This is an optimization exercise on Yosys and OpenROAD, whose aim is small area, a short achievable clock period and few clock cycles per item, not a production implementation. Power and IR drop assume default switching activity.

==> inputs of 03-22 <==
## xmodem_crc_receiver_page_writer
module xmodem_crc_receiver_page_writer (
    input  logic                                clk,
    input  logic                                rst_n,
    input  logic                                cfg_wr_en,
    input  logic [xcrc_pkg::ADDR_BITS-1:0]      cfg_wr_data,
    input  logic                                push,
    output logic                                full,
    input  logic                                in_cmd,
    input  logic [7:0]                          in_byte,
    input  logic                                pop,
    output logic                                empty,
    output logic                                res_word_valid,
    output logic [xcrc_pkg::WORD_ADDR_BITS-1:0] res_word_address,
    output logic [15:0]                         res_word_data,
    output logic [1:0]                          res_reply,
    output logic                                res_transfer_done,
    output logic                                res_last
);
    logic        word_en;
    logic [15:0] word_data;
    logic        good;
    logic        reply_push;
    logic        reply_eot_in;
  ...
export LEC_CHECK = 0
export CAP_MARGIN = 20
export CORE_MARGIN = 2
export CORE_UTILIZATION = 40
export PLACE_DENSITY = 0.6
export SLEW_MARGIN = 20
create_clock -name core_clock -period 4.0 [get_ports {clk}]
run.sh (not shown) runs the stock make flow with config.mk's settings and CLKGATE_MAP_FILE= SYNTH_SCRIPT=/design/flow/synth_recipe.tcl, a recipe that flattens the netlist after the stock synthesis.
==> 05-28 (differences from 03-22) <==
--- a/flow/design.v
+++ b/flow/design.v
@@ -21,20 +21,20 @@
     input  logic [19:0] cfg_word_addr,
     input  logic        push,
     output logic        full,
     input  logic        in_cmd,
     input  logic [7:0]  in_byte,
     output logic        word_en,
     output logic [15:0] word_data,
     output logic        good,
+    output logic        frame_restart,
     output logic        reply_push,
     output logic        reply_eot,
     output logic [19:0] frame_addr,
-    input  logic        drain_busy,
     input  logic        store_near_full,
     input  logic [1:0]  reply_count
 );
     function automatic logic [15:0] crc_byte(input logic [15:0] crc_in,
                                              input logic [7:0]  data);
         logic [15:0] crc;
         crc = crc_in ^ {data, 8'h00};
         for (int b = 0; b < 8; b++) begin
@@ -100,16 +100,17 @@
     assign in_pay    = (pos_q >= 8'(POS_PAYLOAD)) && (pos_q <= 8'(POS_LAST));
     assign crc_ok    = hi_ok_q && (crc_q[7:0] == in_byte_q);
     assign word_en    = data_item && in_pay && !pos_q[0];
     assign word_data  = {hold_q, in_byte_q};
     assign good       = data_item && at_lo && crc_ok;
     assign reply_eot  = data_item && at_soh && (in_byte_q == EOT_BYTE);
     assign reply_push = reply_eot || (data_item && at_lo && !crc_ok);
     assign frame_addr = addr_q;
+    assign frame_restart = (in_v_q && in_cmd_q) || (data_item && at_lo);
     always_comb
     begin
         active_n = active_q;
         pos_n    = pos_q;
         if (in_v_q && in_cmd_q)
         begin
             active_n = 1'b1;
             pos_n    = '0;
@@ -138,18 +139,17 @@
         if (data_item && at_hi)
             hi_ok_q <= (crc_q[15:8] == in_byte_q);
         if (data_item && in_pay && pos_q[0])
             hold_q <= in_byte_q;
     end
     assign count_after = reply_count + {1'b0, reply_push};
     assign hz_reply    = (count_after == 2'd2) || (count_after == 2'd3) ||
                          ((count_after != 2'd0) && active_n && (pos_n == 8'(POS_CRC_LO)));
-    assign hz_good     = active_q && (pos_q >= 8'(POS_LAST)) &&
-                         (drain_busy || (reply_count != 2'd0));
+    assign hz_good     = active_q && (pos_q >= 8'(POS_LAST)) && (reply_count != 2'd0);
     assign hz_store    = active_q && (pos_q >= 8'(POS_PAYLOAD - 1)) &&
                          (pos_q <= 8'(POS_LAST)) && store_near_full;
     always_ff @(posedge clk or negedge rst_n)
     begin
         if (!rst_n)
             full_q <= 1'b0;
         else
             full_q <= hz_reply || hz_good || hz_store;
@@ -194,107 +194,107 @@
 endmodule
 import xcrc_pkg::*;
 module xcrc_back (
     input  logic        clk,
     input  logic        rst_n,
     input  logic        word_en,
     input  logic [15:0] word_data,
     input  logic        good,
+    input  logic        frame_restart,
     input  logic [19:0] frame_addr,
     input  logic [1:0]  reply_count,
     input  logic        reply_eot,
     output logic        reply_pop,
-    output logic        drain_busy,
     output logic        store_near_full,
     input  logic        pop,
     output logic        empty,
     output logic        res_word_valid,
     output logic [19:0] res_word_address,
     output logic [15:0] res_word_data,
     output logic [1:0]  res_reply,
     output logic        res_transfer_done,
     output logic        res_last
 );
     logic [WORDS-1:0][15:0] store_q;
-    logic        drain_q;
-    logic [5:0]  rd_q;
-    logic [5:0]  ptr_q;
+    logic [6:0]  vcnt_q;     
+    logic [6:0]  wcnt_q;     
     logic [19:0] base_q;
     logic        out_v_q;
     logic        o_wv_q, o_td_q, o_last_q;
     logic [1:0]  o_reply_q;
     logic [19:0] o_addr_q;
     logic [15:0] o_data_q;
     logic        can_load;
-    logic        rd;
+    logic        draining;
+    logic        top;
     logic        last_w;
-    logic [15:0] rd_word;
+    logic [WORDS-1:0] stage_en;
     assign can_load        = !out_v_q || pop;
-    assign rd              = can_load && drain_q;
-    assign reply_pop       = can_load && !drain_q && (reply_count != 2'd0);
-    assign last_w          = (rd_q == 6'd63);
-    assign drain_busy      = drain_q;
-    assign store_near_full = drain_q && (ptr_q >= 6'd61);
-    assign rd_word         = store_q[ptr_q];
+    assign draining        = (vcnt_q != 7'd0);
+    assign top             = can_load && draining;
+    assign reply_pop       = can_load && !draining && (reply_count != 2'd0);
+    assign last_w          = (vcnt_q == 7'd1);
+    assign store_near_full = draining && ((vcnt_q + wcnt_q) >= 7'd62);
     assign empty             = !out_v_q;
     assign res_word_valid    = o_wv_q;
     assign res_word_address  = o_addr_q;
     assign res_word_data     = o_data_q;
     assign res_reply         = o_reply_q;
     assign res_transfer_done = o_td_q;
     assign res_last          = o_last_q;
+    always_comb
+    begin
+        for (int i = 0; i < WORDS; i++)
+            stage_en[i] = (7'(i) <= wcnt_q) ? word_en : top;
+    end
     always_ff @(posedge clk)
     begin
-        if (word_en)
-            store_q <= {store_q[WORDS-2:0], word_data};
+        if (stage_en[0])
+            store_q[0] <= word_data;
+        for (int i = 1; i < WORDS; i++)
+            if (stage_en[i])
+                store_q[i] <= store_q[i-1];
     end
     always_ff @(posedge clk or negedge rst_n)
     begin
         if (!rst_n)
         begin
-            drain_q <= 1'b0;
+            vcnt_q  <= '0;
             out_v_q <= 1'b0;
         end
         else
         begin
             if (good)
-                drain_q <= 1'b1;
-            else if (rd && last_w)
-                drain_q <= 1'b0;
+                vcnt_q <= 7'd64;
+            else if (top)
+                vcnt_q <= vcnt_q - 7'd1;
             if (can_load)
-                out_v_q <= drain_q || (reply_count != 2'd0);
+                out_v_q <= draining || (reply_count != 2'd0);
         end
     end
     always_ff @(posedge clk)
     begin
+        if (frame_restart)
+            wcnt_q <= '0;
+        else if (word_en)
+            wcnt_q <= wcnt_q + 7'd1;
         if (good)
-        begin
-            rd_q   <= '0;
-            ptr_q  <= 6'd63;
             base_q <= frame_addr;
-        end
-        else
-        begin
-            if (rd)
-            begin
-                rd_q   <= rd_q + 6'd1;
-                base_q <= base_q + 20'd1;
-            end
-            ptr_q <= ptr_q + {5'd0, word_en} - {5'd0, rd};
-        end
+        else if (top)
+            base_q <= base_q + 20'd1;
         if (can_load)
         begin
-            o_wv_q    <= drain_q;
-            o_addr_q  <= drain_q ? base_q : '0;
-            o_data_q  <= drain_q ? rd_word : '0;
-            o_reply_q <= drain_q ? (last_w ? REPLY_ACK : REPLY_NONE)
-                                 : (reply_eot ? REPLY_ACK : REPLY_NAK);
-            o_td_q    <= !drain_q && reply_eot;
-            o_last_q  <= !drain_q || last_w;
+            o_wv_q    <= draining;
+            o_addr_q  <= draining ? base_q : '0;
+            o_data_q  <= draining ? store_q[WORDS-1] : '0;
+            o_reply_q <= draining ? (last_w ? REPLY_ACK : REPLY_NONE)
+                                  : (reply_eot ? REPLY_ACK : REPLY_NAK);
+            o_td_q    <= !draining && reply_eot;
+            o_last_q  <= !draining || last_w;
         end
     end
 endmodule
 import xcrc_pkg::*;
 module xmodem_crc_receiver_page_writer (
     input  logic                                clk,
     input  logic                                rst_n,
     input  logic                                cfg_wr_en,
@@ -313,37 +313,37 @@
     output logic                                res_last
 );
     logic        word_en;
     logic [15:0] word_data;
     logic        good;
     logic        reply_push;
     logic        reply_eot_in;
     logic [19:0] frame_addr;
-    logic        drain_busy;
+    logic        frame_restart;
     logic        store_near_full;
     logic [1:0]  reply_count;
     logic        reply_pop;
     logic        reply_eot_out;
     xcrc_front u_front (
         .clk             (clk),
         .rst_n           (rst_n),
         .cfg_wr_en       (cfg_wr_en),
         .cfg_word_addr   (cfg_wr_data[20:1]),
         .push            (push),
         .full            (full),
         .in_cmd          (in_cmd),
         .in_byte         (in_byte),
         .word_en         (word_en),
         .word_data       (word_data),
         .good            (good),
+        .frame_restart   (frame_restart),
         .reply_push      (reply_push),
         .reply_eot       (reply_eot_in),
         .frame_addr      (frame_addr),
-        .drain_busy      (drain_busy),
         .store_near_full (store_near_full),
         .reply_count     (reply_count)
     );
     xcrc_cmd_fifo u_reply_q (
         .clk    (clk),
         .rst_n  (rst_n),
         .wr_en  (reply_push),
         .wr_eot (reply_eot_in),
@@ -352,21 +352,21 @@
         .count  (reply_count)
     );
     xcrc_back u_back (
         .clk               (clk),
         .rst_n             (rst_n),
         .word_en           (word_en),
         .word_data         (word_data),
         .good              (good),
+        .frame_restart     (frame_restart),
         .frame_addr        (frame_addr),
         .reply_count       (reply_count),
         .reply_eot         (reply_eot_out),
         .reply_pop         (reply_pop),
-        .drain_busy        (drain_busy),
         .store_near_full   (store_near_full),
         .pop               (pop),
         .empty             (empty),
         .res_word_valid    (res_word_valid),
         .res_word_address  (res_word_address),
         .res_word_data     (res_word_data),
         .res_reply         (res_reply),
         .res_transfer_done (res_transfer_done),
==> run summary <==
| metric | 03-22 | 05-28 |
|---|---|---|
| Sequential-to-total area share from yosys stat | 75.82% | 87.94% |
| Maximum number of pins on one net before global-route repair | 169 | 45 |
| Power density over the cells | 621.2 nW/um^2 | 610.2 nW/um^2 |
| Arrival time at the worst endpoint | 3.77 ns | 3.71 ns |
| Final worst-path cycle share | 84.29% | 85.22% |
| Area of placed instances | 49060 um^2 | 42600 um^2 |
| Share of power burned in the clock network | 32.8% | 37.7% |
| Outcome | complete, no violations | complete, no violations |
| Routed length on met1 | 39.95 mm | 27.85 mm |
| Fmax | 0.2966 GHz | 0.2934 GHz |
| Via count | 22.13k | 16.82k |
| Number of distinct library cells after synthesis | 64 | 63 |
| Core area | 114300 um^2 | 98560 um^2 |
| Slowest cell on the critical path | dfxtp_4 | mux2i_2 |
| Minimum setup slack among reg-to-reg paths | 0.63 ns | 0.59 ns |
| Length of routed met2 wiring | 41.44 mm | 28.14 mm |
| Final-layout non-clock buffer area share | 2.783% | 2.739% |
| Number of synthesized register bits | 1188 | 1189 |
| Fraction of registers with async set or reset after synthesis | 3.956% | 4.458% |
| Required @ worst endpoint | 4.40 ns | 4.30 ns |
| Multi-input gate count | 955 | 652 |
| Layout sequential cell count | 1188 | 1189 |
Function was not checked in any run of this note: the RTL went through the layout flow alone.

[afterwards: timing with drivers on the ports]
Ports are ideal in the flow. The routed layouts listed here were re-timed in OpenROAD.
Step 1 assumes that a clkbuf_16 drives the clock port and a buf_2 every other input.
Step 2 moves the port delays by t, midway between the first and last clock arrival at a register: inputs arrive t later, outputs are due t later. That takes back most of the time a late clock gives input paths.
Three values: ideal, step 1, step 2; two values: the first two.
run	t, ns	setup WS [ns]	worst setup path after step 2
03-22	0.720	0.629 / 0.629 / 0.513	input to register
05-28	0.729	0.591 / 0.591 / 0.591	register to register
After both steps every run listed still meets setup and hold. For 03-22, which loses most, drivers alone change the setup slack by 0.000 ns; drivers and shift together by -0.116 ns.
